This is an optimization exercise on Yosys and OpenROAD, whose aim is small area and a short achievable clock period, not a production implementation.
The RTL was checked by simulation tests, not by an equivalence proof against the original design.

==> flow/design.v <==
package accel_pkg;
    localparam int cfg_w = 10;
    localparam int pe_count = 4;
    localparam int window_cols = pe_count + 2;
    localparam int ifmap_buf_depth = 192;
    localparam int filter_buf_depth = 128;
    localparam int ifmap_buf_aw = $clog2(ifmap_buf_depth);
    localparam int filter_buf_aw = $clog2(filter_buf_depth);
    localparam int result_count = 16;
    localparam int result_sel_w = $clog2(result_count);
    localparam int max_ci = ifmap_buf_depth / window_cols;
endpackage
`timescale 1ns/10ps
module layer_config_loader (
    input  logic                        clk,
    input  logic                        rst,
    input  logic                        start,
    input  logic [accel_pkg::cfg_w-1:0] confi,
    output logic [accel_pkg::cfg_w-1:0] cfg_h,
    output logic [accel_pkg::cfg_w-1:0] cfg_w,
    output logic [accel_pkg::cfg_w-1:0] cfg_ci,
    output logic [accel_pkg::cfg_w-1:0] cfg_co,
    output logic                        cfg_loaded,
    input  logic                        layer_busy
);
    logic       capturing;
    logic [1:0] word_idx;
    always_ff @(posedge clk or posedge rst)
    begin
        if (rst)
        begin
            capturing <= 1'b0;
            word_idx <= 2'd0;
        end
        else if (!capturing)
        begin
            capturing <= start && !layer_busy;
            word_idx <= 2'd0;
        end
        else
        begin
            word_idx <= word_idx + 2'd1;
            if (word_idx == 2'd3)
            begin
                capturing <= 1'b0;
            end
        end
    end
    always_ff @(posedge clk or posedge rst)
    begin
        if (rst)
        begin
            cfg_h <= '0;
            cfg_w <= '0;
            cfg_ci <= '0;
            cfg_co <= '0;
        end
        else if (capturing)
        begin
            case (word_idx)
                2'd0: cfg_h <= confi;
                2'd1: cfg_w <= confi;
                2'd2: cfg_ci <= confi;
                default: cfg_co <= confi;
            endcase
        end
    end
    assign cfg_loaded = capturing && (word_idx == 2'd3);
endmodule
`timescale 1ns/10ps
module tile_sequencer (
    input  logic     clk,
    input  logic     rst,
    input  logic [accel_pkg::cfg_w-1:0] cfg_h,
    input  logic [accel_pkg::cfg_w-1:0] cfg_w,
    input  logic [accel_pkg::cfg_w-1:0] cfg_ci,
    input  logic [accel_pkg::cfg_w-1:0] cfg_co,
    input  logic     cfg_loaded,
    output logic     fill_start,
    input  logic     fill_done,
    output logic [accel_pkg::cfg_w-1:0] tile_row,
    output logic [accel_pkg::cfg_w-1:0] tile_col,
    output logic [accel_pkg::cfg_w-1:0] tile_group,
    output logic     compute_start,
    input  logic     compute_done,
    output logic     drain_start,
    input  logic     drain_done,
    output logic     layer_busy
);
    localparam int ext_w = accel_pkg::cfg_w + 1;
    localparam logic [1:0] st_idle = 2'd0;
    localparam logic [1:0] st_fill = 2'd1;
    localparam logic [1:0] st_compute = 2'd2;
    localparam logic [1:0] st_drain = 2'd3;
    logic [1:0] state;
    logic       col_last;
    logic       row_last;
    logic       group_last;
    logic       last_tile;
    assign col_last = ext_w'(tile_col) + ext_w'(accel_pkg::pe_count + accel_pkg::window_cols)
                      > ext_w'(cfg_w);
    assign row_last = tile_row == cfg_h - 1'b1;
    assign group_last = tile_group + 1'b1 == (cfg_co >> $clog2(accel_pkg::pe_count));
    assign last_tile = col_last && row_last && group_last;
    always_ff @(posedge clk or posedge rst)
    begin
        if (rst)
        begin
            state <= st_idle;
            tile_row <= '0;
            tile_col <= '0;
            tile_group <= '0;
        end
        else
        begin
            case (state)
                st_idle:
                begin
                    if (cfg_loaded)
                    begin
                        state <= st_fill;
                    end
                end
                st_fill:
                begin
                    if (fill_done)
                    begin
                        state <= st_compute;
                    end
                end
                st_compute:
                begin
                    if (compute_done)
                    begin
                        state <= st_drain;
                    end
                end
                default:
                begin
                    if (drain_done)
                    begin
                        state <= last_tile ? st_idle : st_fill;
                        if (!col_last)
                        begin
                            tile_col <= tile_col + accel_pkg::cfg_w'(accel_pkg::pe_count);
                        end
                        else
                        begin
                            tile_col <= '0;
                            if (!row_last)
                            begin
                                tile_row <= tile_row + 1'b1;
                            end
                            else
                            begin
                                tile_row <= '0;
                                tile_group <= last_tile ? '0 : tile_group + 1'b1;
                            end
                        end
                    end
                end
            endcase
        end
    end
    assign fill_start = (state == st_idle && cfg_loaded)
                             || (state == st_drain && drain_done && !last_tile);
    assign compute_start = (state == st_fill) && fill_done;
    assign drain_start = (state == st_compute) && compute_done;
    assign layer_busy = state != st_idle;
endmodule
`timescale 1ns/10ps
module buffer_fill #(
    parameter int SRAM_ADDR_W = 17
) (
    input  logic                                  clk,
    input  logic                                  rst,
    input  logic [accel_pkg::cfg_w-1:0] cfg_h,
    input  logic [accel_pkg::cfg_w-1:0] cfg_w,
    input  logic [accel_pkg::cfg_w-1:0] cfg_ci,
    input  logic [accel_pkg::cfg_w-1:0] cfg_co,
    input  logic                                  fill_start,
    output logic                                  fill_done,
    input  logic [accel_pkg::cfg_w-1:0]           tile_row,
    input  logic [accel_pkg::cfg_w-1:0]           tile_col,
    input  logic [accel_pkg::cfg_w-1:0]           tile_group,
    output logic [SRAM_ADDR_W-1:0]                ifmap_sram_addr,
    output logic [SRAM_ADDR_W-1:0]                filter_sram_addr,
    output logic                                  ifmap_sram_ren,
    output logic                                  filter_sram_ren,
    output logic [accel_pkg::ifmap_buf_aw-1:0]    ifmap_buffer_waddr,
    output logic                                  ifmap_buffer_wen,
    output logic [accel_pkg::filter_buf_aw-1:0]   filter_buffer_waddr,
    output logic                                  filter_buffer_wen
);
    localparam int ch_w = $clog2(accel_pkg::max_ci) + 1;
    localparam int ik_w = $clog2(accel_pkg::window_cols);
    localparam int fk_w = $clog2(accel_pkg::pe_count);
    logic [ik_w-1:0]        i_k;
    logic [ch_w-1:0]        i_ch;
    logic [fk_w-1:0]        f_k;
    logic [ch_w-1:0]        f_ch;
    logic [ch_w-1:0]        last_ch;
    logic [SRAM_ADDR_W-1:0] chan_off;
    logic [SRAM_ADDR_W-1:0] plane_size;
    assign last_ch = ch_w'(cfg_ci - 1'b1);
    assign plane_size = SRAM_ADDR_W'(cfg_h) * SRAM_ADDR_W'(cfg_w);
    always_ff @(posedge clk or posedge rst)
    begin
        if (rst)
        begin
            ifmap_sram_ren <= 1'b0;
            i_k <= '0;
            i_ch <= '0;
            chan_off <= '0;
        end
        else if (fill_start)
        begin
            ifmap_sram_ren <= 1'b1;
            i_k <= '0;
            i_ch <= '0;
            chan_off <= '0;
        end
        else if (ifmap_sram_ren)
        begin
            if (i_k == ik_w'(accel_pkg::window_cols - 1))
            begin
                i_k <= '0;
                i_ch <= i_ch + 1'b1;
                chan_off <= chan_off + plane_size;
                if (i_ch == last_ch)
                begin
                    ifmap_sram_ren <= 1'b0;
                end
            end
            else
            begin
                i_k <= i_k + 1'b1;
            end
        end
    end
    always_ff @(posedge clk or posedge rst)
    begin
        if (rst)
        begin
            filter_sram_ren <= 1'b0;
            f_k <= '0;
            f_ch <= '0;
        end
        else if (fill_start)
        begin
            filter_sram_ren <= 1'b1;
            f_k <= '0;
            f_ch <= '0;
        end
        else if (filter_sram_ren)
        begin
            f_k <= f_k + 1'b1;
            if (f_k == fk_w'(accel_pkg::pe_count - 1))
            begin
                f_ch <= f_ch + 1'b1;
                if (f_ch == last_ch)
                begin
                    filter_sram_ren <= 1'b0;
                end
            end
        end
    end
    assign ifmap_sram_addr = SRAM_ADDR_W'(cfg_w) * SRAM_ADDR_W'(tile_row)
                             + SRAM_ADDR_W'(tile_col) + chan_off + SRAM_ADDR_W'(i_k);
    assign filter_sram_addr = (SRAM_ADDR_W'(tile_group) * SRAM_ADDR_W'(accel_pkg::pe_count)
                               + SRAM_ADDR_W'(f_k)) * SRAM_ADDR_W'(cfg_ci) + SRAM_ADDR_W'(f_ch);
    always_ff @(posedge clk or posedge rst)
    begin
        if (rst)
        begin
            ifmap_buffer_wen <= 1'b0;
            filter_buffer_wen <= 1'b0;
            ifmap_buffer_waddr <= '0;
            filter_buffer_waddr <= '0;
        end
        else
        begin
            ifmap_buffer_wen <= ifmap_sram_ren;
            filter_buffer_wen <= filter_sram_ren;
            if (fill_start)
            begin
                ifmap_buffer_waddr <= '0;
                filter_buffer_waddr <= '0;
            end
            else
            begin
                ifmap_buffer_waddr <= ifmap_buffer_waddr + ifmap_buffer_wen;
                filter_buffer_waddr <= filter_buffer_waddr + filter_buffer_wen;
            end
        end
    end
    assign fill_done = ifmap_buffer_wen && !ifmap_sram_ren;
endmodule
`timescale 1ns/10ps
module pe_dispatch (
    input  logic     clk,
    input  logic     rst,
    input  logic [accel_pkg::cfg_w-1:0] cfg_ci,
    input  logic     compute_start,
    output logic     compute_done,
    output logic [accel_pkg::pe_count-1:0][accel_pkg::ifmap_buf_aw-1:0]  ifmap_raddr,
    output logic [accel_pkg::pe_count-1:0]                               ifmap_ren,
    output logic [accel_pkg::pe_count-1:0][accel_pkg::filter_buf_aw-1:0] filter_raddr,
    output logic [accel_pkg::pe_count-1:0]                               filter_ren
);
    localparam int ch_w = $clog2(accel_pkg::max_ci) + 1;
    localparam int stg_w = $clog2(accel_pkg::pe_count);
    logic             running;
    logic [stg_w-1:0] stagger;
    logic [ch_w-1:0]  ch [accel_pkg::pe_count];
    always_ff @(posedge clk or posedge rst)
    begin
        if (rst)
        begin
            running <= 1'b0;
            stagger <= '0;
        end
        else if (compute_start)
        begin
            running <= 1'b1;
            stagger <= '0;
        end
        else if (running)
        begin
            if (stagger != stg_w'(accel_pkg::pe_count - 1))
            begin
                stagger <= stagger + 1'b1;
            end
            if (compute_done)
            begin
                running <= 1'b0;
            end
        end
    end
    always_comb
    begin
        for (int p = 0; p < accel_pkg::pe_count; p++)
        begin
            ifmap_ren[p] = running && (stagger >= stg_w'(p)) && (ch[p] != cfg_ci[ch_w-1:0]);
        end
    end
    assign filter_ren = ifmap_ren;
    assign compute_done = ifmap_ren[accel_pkg::pe_count-1]
                          && (ch[accel_pkg::pe_count-1] == ch_w'(cfg_ci - 1'b1));
    always_ff @(posedge clk or posedge rst)
    begin
        if (rst)
        begin
            for (int p = 0; p < accel_pkg::pe_count; p++)
            begin
                ch[p] <= '0;
                ifmap_raddr[p] <= '0;
                filter_raddr[p] <= '0;
            end
        end
        else
        begin
            for (int p = 0; p < accel_pkg::pe_count; p++)
            begin
                if (compute_start)
                begin
                    ch[p] <= '0;
                    ifmap_raddr[p] <= accel_pkg::ifmap_buf_aw'(p);
                    filter_raddr[p] <= accel_pkg::filter_buf_aw'(p);
                end
                else if (ifmap_ren[p])
                begin
                    ch[p] <= ch[p] + 1'b1;
                    ifmap_raddr[p] <= ifmap_raddr[p]
                                      + accel_pkg::ifmap_buf_aw'(accel_pkg::window_cols);
                    filter_raddr[p] <= filter_raddr[p]
                                       + accel_pkg::filter_buf_aw'(accel_pkg::pe_count);
                end
            end
        end
    end
endmodule
`timescale 1ns/10ps
module result_drain (
    input  logic                               clk,
    input  logic                               rst,
    input  logic                               drain_start,
    output logic                               drain_done,
    output logic [accel_pkg::result_sel_w-1:0] result_sel,
    output logic                               post_unit_wen
);
    always_ff @(posedge clk or posedge rst)
    begin
        if (rst)
        begin
            post_unit_wen <= 1'b0;
            result_sel <= '0;
        end
        else if (drain_start)
        begin
            post_unit_wen <= 1'b1;
            result_sel <= '0;
        end
        else if (post_unit_wen)
        begin
            result_sel <= result_sel + 1'b1;
            if (drain_done)
            begin
                post_unit_wen <= 1'b0;
            end
        end
    end
    assign drain_done = post_unit_wen
                        && (result_sel == accel_pkg::result_sel_w'(accel_pkg::result_count - 1));
endmodule
`timescale 1ns/10ps
module accel_controller #(
    parameter int SRAM_ADDR_W = 17
) (
    input  logic                                  clk,
    input  logic                                  rst,
    input  logic                                  start,
    input  logic [accel_pkg::cfg_w-1:0]           confi,
    output logic [SRAM_ADDR_W-1:0]                ifmap_sram_addr,
    output logic [SRAM_ADDR_W-1:0]                filter_sram_addr,
    output logic                                  ifmap_sram_ren,
    output logic                                  filter_sram_ren,
    output logic [accel_pkg::ifmap_buf_aw-1:0]    ifmap_buffer_waddr,
    output logic                                  ifmap_buffer_wen,
    output logic [accel_pkg::filter_buf_aw-1:0]   filter_buffer_waddr,
    output logic                                  filter_buffer_wen,
    output logic [accel_pkg::pe_count-1:0][accel_pkg::ifmap_buf_aw-1:0]  ifmap_raddr,
    output logic [accel_pkg::pe_count-1:0]                               ifmap_ren,
    output logic [accel_pkg::pe_count-1:0][accel_pkg::filter_buf_aw-1:0] filter_raddr,
    output logic [accel_pkg::pe_count-1:0]                               filter_ren,
    output logic [accel_pkg::result_sel_w-1:0]    result_sel,
    output logic                                  post_unit_wen
);
    logic cfg_loaded;
    logic layer_busy;
    logic compute_start;
    logic compute_done;
    logic drain_start;
    logic drain_done;
    logic [accel_pkg::cfg_w-1:0] cfg_h;
    logic [accel_pkg::cfg_w-1:0] cfg_w;
    logic [accel_pkg::cfg_w-1:0] cfg_ci;
    logic [accel_pkg::cfg_w-1:0] cfg_co;
    logic                        fill_start;
    logic                        fill_done;
    logic [accel_pkg::cfg_w-1:0] tile_row;
    logic [accel_pkg::cfg_w-1:0] tile_col;
    logic [accel_pkg::cfg_w-1:0] tile_group;
    layer_config_loader u_loader (
        .clk        (clk),
        .rst        (rst),
        .start      (start),
        .confi      (confi),
        .cfg_h         (cfg_h),
        .cfg_w         (cfg_w),
        .cfg_ci        (cfg_ci),
        .cfg_co        (cfg_co),
        .cfg_loaded (cfg_loaded),
        .layer_busy (layer_busy)
    );
    tile_sequencer u_sequencer (
        .clk           (clk),
        .rst           (rst),
        .cfg_h         (cfg_h),
        .cfg_w         (cfg_w),
        .cfg_ci        (cfg_ci),
        .cfg_co        (cfg_co),
        .cfg_loaded    (cfg_loaded),
        .fill_start    (fill_start),
        .fill_done     (fill_done),
        .tile_row      (tile_row),
        .tile_col      (tile_col),
        .tile_group    (tile_group),
        .compute_start (compute_start),
        .compute_done  (compute_done),
        .drain_start   (drain_start),
        .drain_done    (drain_done),
        .layer_busy    (layer_busy)
    );
    buffer_fill #(
        .SRAM_ADDR_W (SRAM_ADDR_W)
    ) u_fill (
        .clk                 (clk),
        .rst                 (rst),
        .cfg_h         (cfg_h),
        .cfg_w         (cfg_w),
        .cfg_ci        (cfg_ci),
        .cfg_co        (cfg_co),
        .fill_start    (fill_start),
        .fill_done     (fill_done),
        .tile_row      (tile_row),
        .tile_col      (tile_col),
        .tile_group    (tile_group),
        .ifmap_sram_addr     (ifmap_sram_addr),
        .filter_sram_addr    (filter_sram_addr),
        .ifmap_sram_ren      (ifmap_sram_ren),
        .filter_sram_ren     (filter_sram_ren),
        .ifmap_buffer_waddr  (ifmap_buffer_waddr),
        .ifmap_buffer_wen    (ifmap_buffer_wen),
        .filter_buffer_waddr (filter_buffer_waddr),
        .filter_buffer_wen   (filter_buffer_wen)
    );
    pe_dispatch u_dispatch (
        .clk           (clk),
        .rst           (rst),
        .cfg_ci        (cfg_ci),
        .compute_start (compute_start),
        .compute_done  (compute_done),
        .ifmap_raddr   (ifmap_raddr),
        .ifmap_ren     (ifmap_ren),
        .filter_raddr  (filter_raddr),
        .filter_ren    (filter_ren)
    );
    result_drain u_drain (
        .clk           (clk),
        .rst           (rst),
        .drain_start   (drain_start),
        .drain_done    (drain_done),
        .result_sel    (result_sel),
        .post_unit_wen (post_unit_wen)
    );
endmodule
==> flow/run.sh <==
#!/bin/bash
# synth_recipe.tcl (not shown) runs the flow's synth.tcl, then flattens the netlist and writes it again
# the make line also repeats each setting of config.mk as NAME=value (left out here)
make -C /OpenROAD-flow-scripts/flow DESIGN_CONFIG=/design/flow/config.mk WORK_HOME=/design/flow/orfs CLKGATE_MAP_FILE= SYNTH_SCRIPT=/design/flow/synth_recipe.tcl finish
==> flow/config.mk <==
export PLATFORM = sky130hd
export DESIGN_NAME = accel_controller
export DESIGN_NICKNAME = accel_controller
export VERILOG_FILES = /design/flow/design.v
export SDC_FILE = /design/flow/constraint.sdc
export NUM_CORES = 4
export LEC_CHECK = 0
export CAP_MARGIN = 20
export CORE_MARGIN = 2
export CORE_UTILIZATION = 40
export SLEW_MARGIN = 20
==> flow/constraint.sdc <==
create_clock -name core_clock -period 7.5 [get_ports {clk}]
set_input_delay 1.5000 -clock core_clock [delete_from_list [all_inputs] [get_ports {clk}]]
set_output_delay 1.5000 -clock core_clock [all_outputs]
set_load 0.01 [all_outputs]
==> flow_metrics.py <==
metrics = {
    "drt": {
        "drc_errors": 0,
        "drtAntennaViolNets": 0,
        "firstDrtPassIters": 5,
        "wirelength_mm": 54.49,
        "wire_per_inst_um": 17.00,
        "routed_via_density": 5.104,
        "num_vias": 16357,
        "dr.first_iter.drc_count": 777,
    },
    "clocking": {
        "cts.htree.levels": 1,
        "clockRootBuffer": "clkbuf_16",
        "clkSinkCount": 206,
        "cts_made_buffers": 25,
        "cts_buffer_depth": 3,
        "cts.hold.buffers_added": 0,
        "path_clk_slew_ns": 0.06,
        "tritoncts": "built",
        "clk_latency_ns": 0.56,
    },
    "worst_setup_path": {
        "cpPeakStageDelay_ns": 0.55,
        "cp.required_ns": 6.00,
        "crit_top_cell": "fa_1",
        "path_cells": "and2_1 -> fa_1 -> inv_1 -> fa_1 -> inv_1 -> fa_1 -> fa_1 -> inv_1 -> fa_1 -> inv_1 -> ha_1 -> nand2_1 -> o31ai_1 -> o41a_1 -> nor4b_2 -> a311o_1 -> dlygate4sd2_1",
        "critPathMaxFanout": 8,
        "critPathTopFamily": "adder cells",
        "crit_arrival_ns": 5.75,
        "crit_type": "flop to output port",
        "critPathBufInv": 5,
        "end_kind": "output port",
        "start_kind": "flop",
        "cp_slowest_cell": "fa_1",
    },
    "placement": {
        "pre_cts_slack_ns": 0.09560,
        "dpl-instance-area_um2": 24050,
        "dp_hpwl_mm": 42.49,
        "dp_cells": 3127,
        "port_buffers": 132,
        "globalplace.congestion": 0.8960,
    },
    "final_layout": {
        "stdcell_area_um2": 25240,
        "multi_input_area_um2": 14850,
        "layout-drive-gt1-share_pct": 10.40,
        "fin_cells": 3205,
        "fin_util_pct": 46.63,
        "seqCellArea_um2": 5190,
        "syn_to_final_growth_pct": 14.76,
        "fillers": 5170,
        "diodes": 0,
        "layout.nets": 2918,
    },
    "floorplan": {
        "fp.dieW_um": 238.5,
        "start_util_pct": 40.63,
        "die-area_um2": 56880,
        "core_area_um2": 54130,
        "pin_count": 139,
        "fp.dieH_um": 238.5,
        "std_cell_rows": 85,
    },
    "synth": {
        "netlist.area_leader.share_pct": 23.44,
        "yosys_warnings": 6,
        "syn_area_um2": 21990,
        "yosys_register_bits": 206,
        "synth_edf_count": 0,
        "syn_inst": 2364,
        "synth_commonest_cells": "inv_1, fa_1, nand2_1, dfrtp_1, ha_1",
        "synth_top_cell_by_area": "dfrtp_1",
        "synth_seq_area_share_pct": 23.44,
        "synth_area_leaders": "dfrtp_1, fa_1, ha_1, inv_1, xnor2_1",
        "ys_types": 66,
        "synth_most_common_cell": "inv_1",
        "ys_async_sr_fraction_pct": 100.0,
        "avgSynthCellArea_um2": 9.304,
        "synth-main-ff-cell": "dfrtp_1",
    },
    "sta": {
        "timing.fmax_mhz": 138.0,
        "fin_skew_ns": 0.01809,
        "slew_headroom_pct": 34.31,
        "tightest_slew_ns": 0.9830,
        "fin_crit_ns": 7.247,
        "report.final.hold_viol_count": 0,
        "period_share_pct": 96.63,
        "setup_viol": 0,
        "slew_viol_final": 0,
        "timing.hold.ws_ns": 0.4999,
        "final.setup.tns_ns": 0,
        "setup_ws_ns": 0.2530,
    },
    "hold_path": {
        "hp-class": "flop to flop",
    },
    "grt": {
        "grt_overflow": 0,
        "antenna_found_initial": 0,
        "grt_pass1_wl_mm": 91.85,
        "grt_usage_pct": 19.95,
        "grt_max_degree": 75,
        "grt_pass1_vias": 17391,
    },
    "flow_run": {
        "drv_cap": 0,
    },
    "run_status": {
        "status": "timing/DRC/antenna clean",
    },
}
-- registers in the layout, indices dropped and copies added (netlist names), 3 cells and up --
register                    flops
u_fill.f_ch                     6
u_dispatch.ch                  24
u_loader.cfg_w                 10
u_fill.chan_off                17
u_loader.cfg_h                 10
u_dispatch.ifmap_raddr         28
u_loader.cfg_ci                10
u_dispatch.filter_raddr        22
u_sequencer.tile_group         10
u_sequencer.tile_row           10
u_fill.i_ch                     6
u_sequencer.tile_col            8
u_fill.filter_buffer_waddr      7
u_fill.ifmap_buffer_waddr       8
u_drain.result_sel              4
u_fill.i_k                      3
u_loader.cfg_co                 8
-- logic make-up after synthesis --
group                      synth area share [%]
AOI/OAI and AO/OA                         6.087
xor gates and xnor gates                  8.351
adders and majority gates                 31.87
buffers and inverters                     9.426
DFF                                       23.44
muxes                                     3.231
other                                   0.01705
and+or+nand+nor                           17.58
-- routing by layer --
layer	wire length, um	share of wire, %	global-route usage [%]
met1	24460	45	27.28
met2	27080	50	34.82
met3	1910	3.5	1.744
met4	1041	1.9	3.693
met5	0	0	0
-- placed cells by master, fill, tap and decap left out, types with 7 or more instances in the layout --
| cell | Yosys | final |
|---|---|---|
| inv_1 | 397 | 394 |
| dfrtp_2 | 0 | 28 |
| nor2b_1 | 20 | 20 |
| nand2b_1 | 11 | 11 |
| and3_1 | 19 | 18 |
| or3_1 | 18 | 18 |
| a22o_1 | 7 | 7 |
| clkinvlp_4 | 0 | 7 |
| ha_1 | 173 | 172 |
| nor4_1 | 11 | 11 |
| o21ai_0 | 52 | 51 |
| mux2_2 | 40 | 40 |
| nand4_1 | 36 | 36 |
| a21oi_1 | 39 | 38 |
| o22ai_1 | 9 | 9 |
| and2_1 | 126 | 126 |
| nor2_1 | 152 | 152 |
| nand2_1 | 224 | 224 |
| a21o_1 | 9 | 9 |
| clkbuf_16 | 0 | 25 |
| mux2i_1 | 26 | 26 |
| xnor2_1 | 109 | 109 |
| a211oi_1 | 21 | 21 |
| nor3_1 | 23 | 23 |
| nand3_1 | 33 | 33 |
| xor2_1 | 98 | 98 |
| nor3_2 | 41 | 41 |
| dfrtp_1 | 206 | 178 |
| fa_1 | 242 | 242 |
| clkdlybuf4s50_1 | 0 | 124 |
| buf_4 | 14 | 76 |
| o21a_1 | 10 | 10 |
-- cell type report --
cell class                      instances  area share (%)
Clock buffer                           29           2.657
Clock inverter                         17          0.7138
Inverter                              399           5.993
Multi-Input combinational cell       1643           58.84
Sequential cell                       206           20.56
Tap cell                              696           3.450
Timing Repair Buffer                  215           7.782
-- what timing repair did --
action / in CTS / in global routing
gates resized for setup: 32 / 27
buffers inserted: 11 / 21
pin swaps: 2 / 4
endpoints found under the setup margin: 7 / 10
-- worst paths after layout --
path | cells past startpoint | slack (ns) | start | end
setup / recovery | 17 | 0.25 | u_loader.cfg_ci[6] | filter_sram_addr[15]
hold / removal | 1 | 0.50 | u_loader.word_idx[0] | u_loader.word_idx[0]
setup reg to reg | 19 | 1.67 | u_loader.cfg_h[5] | u_fill.chan_off[16]
hold reg to reg | 1 | 0.50 | u_loader.word_idx[0] | u_loader.word_idx[0]
max in group asynchronous | 3 | 4.66 | rst | u_sequencer.tile_group[1]
min in group asynchronous | 2 | 1.39 | rst | u_fill.filter_buffer_waddr[5]

-- separate check: timing with driven ports --
The results above use ideal ports. As a check the final layout listed here was re-extracted and re-timed, cells and wires unchanged.
Step 1 (the two cells are an assumption about what drives the block):
set clk [get_ports {clk}]
set_driving_cell -lib_cell sky130_fd_sc_hd__clkbuf_16 $clk
set_driving_cell -lib_cell sky130_fd_sc_hd__buf_2 [delete_from_list [all_inputs] $clk]
Step 2 adds t to the input delays and takes it off the output delays; t is the mean of the earliest and latest rising clock arrival at the registers after step 1. Input paths then give back, and output paths get back, about the clock's delay inside the block.
a / b / c = ideal / step 1 / step 2; a / b = the first two.
shift t [ns]: 0.603
setup slack, ns: 0.253 / 0.198 / 0.801
slew at the worst register clock pin (ns): 0.07 / 0.07
After both steps this run still meets setup and hold. For this run, drivers alone change the setup slack by -0.055 ns; drivers and shift together by +0.548 ns.
